From an optimization exercise on the open Yosys and OpenROAD flow, aimed at small area, a short achievable clock period and few clock cycles per item; shortcuts taken in it are not production practice.
At most, simulation tests tie the RTL to the original design; equivalence was not proved.
No activity file was given, so power comes from the tool's default toggle rates.

Setup of run 1:
## pkt_lkp_top
module pkt_lkp_top
(
    input  logic      clk,
    input  logic      rst_i,
    input  logic      b2c_pkt_vld_i,
    input  logic      b2c_pkt_lkp_en_i,
    input  pkt_lkp_pkg::lkp_info_t b2c_pkt_lkp_info_i,
    input  pkt_lkp_pkg::odr_id_t   b2c_pkt_odr_id_i,
    input  logic      b2c_pkt_so_i,
    input  pkt_lkp_pkg::payload_t  b2c_pkt_payload_i,
    output logic      c2b_pkt_rdy_o,
    output logic      c2a_lkp_vld_o,
    output pkt_lkp_pkg::lkp_info_t c2a_lkp_info_o,
    output pkt_lkp_pkg::req_id_t   c2a_lkp_req_id_o,
    input  logic      a2c_lkp_rdy_i,
    input  logic      a2c_lkp_rsp_vld_i,
    input  pkt_lkp_pkg::req_id_t   a2c_lkp_rsp_id_i,
    input  pkt_lkp_pkg::lkp_info_t a2c_lkp_rslt_i,
    output logic      c2d_pkt_vld_o,
    output pkt_lkp_pkg::lkp_info_t c2d_pkt_lkp_rslt_o,
    output pkt_lkp_pkg::odr_id_t   c2d_pkt_odr_id_o,
    output logic      c2d_pkt_so_o,
    output pkt_lkp_pkg::payload_t  c2d_pkt_payload_o,
    input  logic      d2c_pkt_rdy_i
);
Settings: LEC_CHECK=0, CAP_MARGIN=20, CORE_MARGIN=2, CORE_UTILIZATION=40, SETUP_SLACK_MARGIN=2.0, SLEW_MARGIN=20, TNS_END_PERCENT=100; clock period 4.0 ns.
run.sh (not shown) runs the stock make flow with config.mk's settings and CLKGATE_MAP_FILE= SYNTH_SCRIPT=/design/flow/synth_recipe.tcl, a recipe that flattens the netlist after the stock synthesis.
Testbench counts of run 1, summed over its fixed seeds: cycles 9,384, items 3,200.
> inputs changed (run 1 -> run 2)
# run 1
export LEC_CHECK = 0
export CAP_MARGIN = 20
export CORE_MARGIN = 2
export CORE_UTILIZATION = 40
export SETUP_SLACK_MARGIN = 2.0
export SLEW_MARGIN = 20
export TNS_END_PERCENT = 100
create_clock -name core_clock -period 4.0 [get_ports {clk}]
# run 2
export LEC_CHECK = 0
export CAP_MARGIN = 20
export CORE_MARGIN = 2
export CORE_UTILIZATION = 40
export CTS_BUF_LIST = sky130_fd_sc_hd__clkbuf_8
export SETUP_SLACK_MARGIN = 2.0
export SLEW_MARGIN = 20
export TNS_END_PERCENT = 100
create_clock -name core_clock -period 4.0 [get_ports {clk}]
Findings:
Run 2: all stages complete, timing, DRC and antenna checks passed
In the tables for run 1 and run 2, minimum clock period reads higher with run 2.
Changes observed in run 2 relative to run 1: total global-route track usage rose 0.49 points; share of power burned in combinational logic rose 0.3 points.
Wire: run 2 routes more than run 1
Run 2: count of clock-buffer cells in the layout higher than run 1
Run 2 vs run 1, final period utilization went up by 0.66 points.
Input changes introduced in run 3 (baseline for comparison: run 2):
# run 2
export LEC_CHECK = 0
export CAP_MARGIN = 20
export CORE_MARGIN = 2
export CORE_UTILIZATION = 40
export CTS_BUF_LIST = sky130_fd_sc_hd__clkbuf_8
export SETUP_SLACK_MARGIN = 2.0
export SLEW_MARGIN = 20
export TNS_END_PERCENT = 100
create_clock -name core_clock -period 4.0 [get_ports {clk}]
# run 3
export LEC_CHECK = 0
export CAP_MARGIN = 20
export CORE_MARGIN = 2
export CORE_UTILIZATION = 40
export SETUP_SLACK_MARGIN = 2.0
export SLEW_MARGIN = 20
export TNS_END_PERCENT = 100
create_clock -name core_clock -period 4.0 [get_ports {clk}]
==> flow/flow/run.sh (new file) <==
#!/bin/bash
# Standard layout, with plain buffers on the ports and footprint-free resizing.
set -euo pipefail
bash standard.sh MATCH_CELL_FOOTPRINT=0 "BUFFER_PORTS_ARGS=-buffer_cell sky130_fd_sc_hd__buf_1" finish > make_finish.log 2>&1
==> flow/standard.sh (new file) <==
#!/bin/bash
# synth_recipe.tcl (not shown) runs the flow's synth.tcl, then flattens the netlist and writes it again
# the make line also repeats each setting of config.mk as NAME=value (left out here)
make -C /OpenROAD-flow-scripts/flow DESIGN_CONFIG=/design/flow/config.mk WORK_HOME=/design/flow/orfs CLKGATE_MAP_FILE= SYNTH_SCRIPT=/design/flow/synth_recipe.tcl "${@:-finish}"
removed: flow/run.sh
==> comparison <==
Against run 2, via count normalized by instance count in run 3 rose slightly.
Run 3 vs. run 2: cell area after layout went down; worst hold slack across all endpoints moved down; critical path depth flat; worst setup slack saw an increase.

* * *

== old ==
pkt_lkp_top, a different RTL version from the one above (not shown whole).
For scale: about 1,400 cells after synthesis, ~840 flip-flops, about 32,000 um^2 of cells after synthesis.
Settings: LEC_CHECK=0, CAP_MARGIN=20, CORE_MARGIN=2, CORE_UTILIZATION=40, SETUP_SLACK_MARGIN=2.0, SLEW_MARGIN=20, TNS_END_PERCENT=100; clock period 4.0 ns.
Stock flow here: none of the scripts above is used.
In summary, old completed successfully, with a layout that passed the timing, design-rule and antenna checks.
What new does differently from old at the input level:
Settings: a deleted TNS_END_PERCENT that had been 100; a deleted SETUP_SLACK_MARGIN that had been 2.0.
==> comparison <==
Looking at final instance area, new sits below old.
Largest net degree at the start of global routing went up by more than 100% going from old to new.
new ended up with a lower global-route track usage on met2 than old did.
In new the worst hold slack turned out 13 ps higher than in old.
From old to new, cell count after synthesis did not move at all.
First-pass GRT wire length for new is lower than for old.
No functional check of the RTL was part of any run of this note.

* * *

pkt_lkp_top, a different RTL version from the one above (not shown whole).
For scale: about 1,000 cells after synthesis, roughly 0.019 mm2 of cells after synthesis.
clock: 4.0 ns
lec_check: 0
cap_margin: 20
core_margin: 2
core_utilization: 40
setup_slack_margin: 2.0
slew_margin: 20
tns_end_percent: 100
standard.sh (not shown) runs the stock make flow with config.mk's settings and CLKGATE_MAP_FILE= SYNTH_SCRIPT=/design/flow/synth_recipe.tcl, a recipe that flattens the netlist after the stock synthesis.
==> flow/flow/run.sh <==
#!/bin/bash
# Standard layout, with plain buffers on the ports and footprint-free resizing.
set -euo pipefail
bash standard.sh MATCH_CELL_FOOTPRINT=0 "BUFFER_PORTS_ARGS=-buffer_cell sky130_fd_sc_hd__buf_1" finish > make_finish.log 2>&1
Change:
Settings changed: CORE_UTILIZATION 40 to 60, PLACE_DENSITY from default to 0.75.
Effect:
- worst setup slack got worse by 100 ps
- clock-buffer cell count falls by 4
- non-clock buffer count falls by 7
- critical path depth rises by 1
- routed wire length falls by roughly a tenth
Change:
Settings changed: CORE_UTILIZATION 60 to 40, CTS_CLUSTER_DIAMETER from default to 80, CTS_CLUSTER_SIZE from default to 22, PLACE_DENSITY 0.75 to default.
After rerunning: The new run passed the timing, design-rule and antenna checks; synthesized cell count stays the same; clock-buffer cell count falls by 25; wire length rises by 9.4%; combinational power rises by about 5%; flip-flop and latch count does not change; cell count rises by 10%; die area rises by 49%; design area falls by 1.1%; sequential share of layout area rises by 0.81 points; worst setup slack improves by 86 ps.
Change:
Settings changed: CTS_CLUSTER_DIAMETER 80 to default, CTS_CLUSTER_SIZE 22 to default, SETUP_SLACK_MARGIN 2.0 to 2.3.
Effect:
- The changed run ran to the end with no violations
- via count grows by a little under a tenth
- routed wire length grows by about a fifth
- critical path depth shrinks by 3
- final cell count grows by a little under a tenth
- clock-buffer cell count grows by 28
- cell area grows by roughly a tenth
- flip-flop and latch count does not change
- setup slack got worse by 30 ps
- maximum frequency shrinks slightly
No run of this note included a check of the RTL's function; only the layout flow was run.

==> port drivers added, routing unchanged <==
How much do the figures lean on ideal ports? The routed layouts below were timed once more, with nothing changed but the port constraints. Step 1 assumes that a clkbuf_16 drives the clock port and a buf_2 every other input. Step 2 also shifts input and output timing later by t, the mid clock arrival at the registers, as if the neighbouring blocks saw the same clock. Slacks: no drivers / after step 1 / after step 2; pairs: no drivers / after step 1.
run | t (ns) | setup WS [ns] | slew at the worst register clock pin (ns)
run 1 | 0.643 | 1.963 / 1.916 / 1.397 | 0.06 / 0.06
run 2 | 0.703 | 1.936 / 1.907 / 1.289 | 0.07 / 0.07
run 3 | 0.644 | 1.954 / 1.954 / 1.446 | 0.06 / 0.06
old | 0.688 | 1.505 / 1.446 / 1.290 | 0.07 / 0.07
new | 0.695 | 0.283 / 0.222 / 0.529 | 0.06 / 0.06
the first run of note 3 | 0.636 | 2.050 / 1.999 / 1.418 | 0.06 / 0.06
the second run of note 3 | 0.595 | 1.947 / 1.954 / 1.359 | 0.07 / 0.07
the third run of note 3 | 0.631 | 2.033 / 2.003 / 1.395 | 0.09 / 0.09
the fourth run of note 3 | 0.649 | 2.003 / 1.952 / 1.677 | 0.06 / 0.06
After both steps every run listed still meets setup and hold. The setup slack of run 2, which loses most, moves by -0.029 ns with the drivers and by -0.647 ns with both steps.
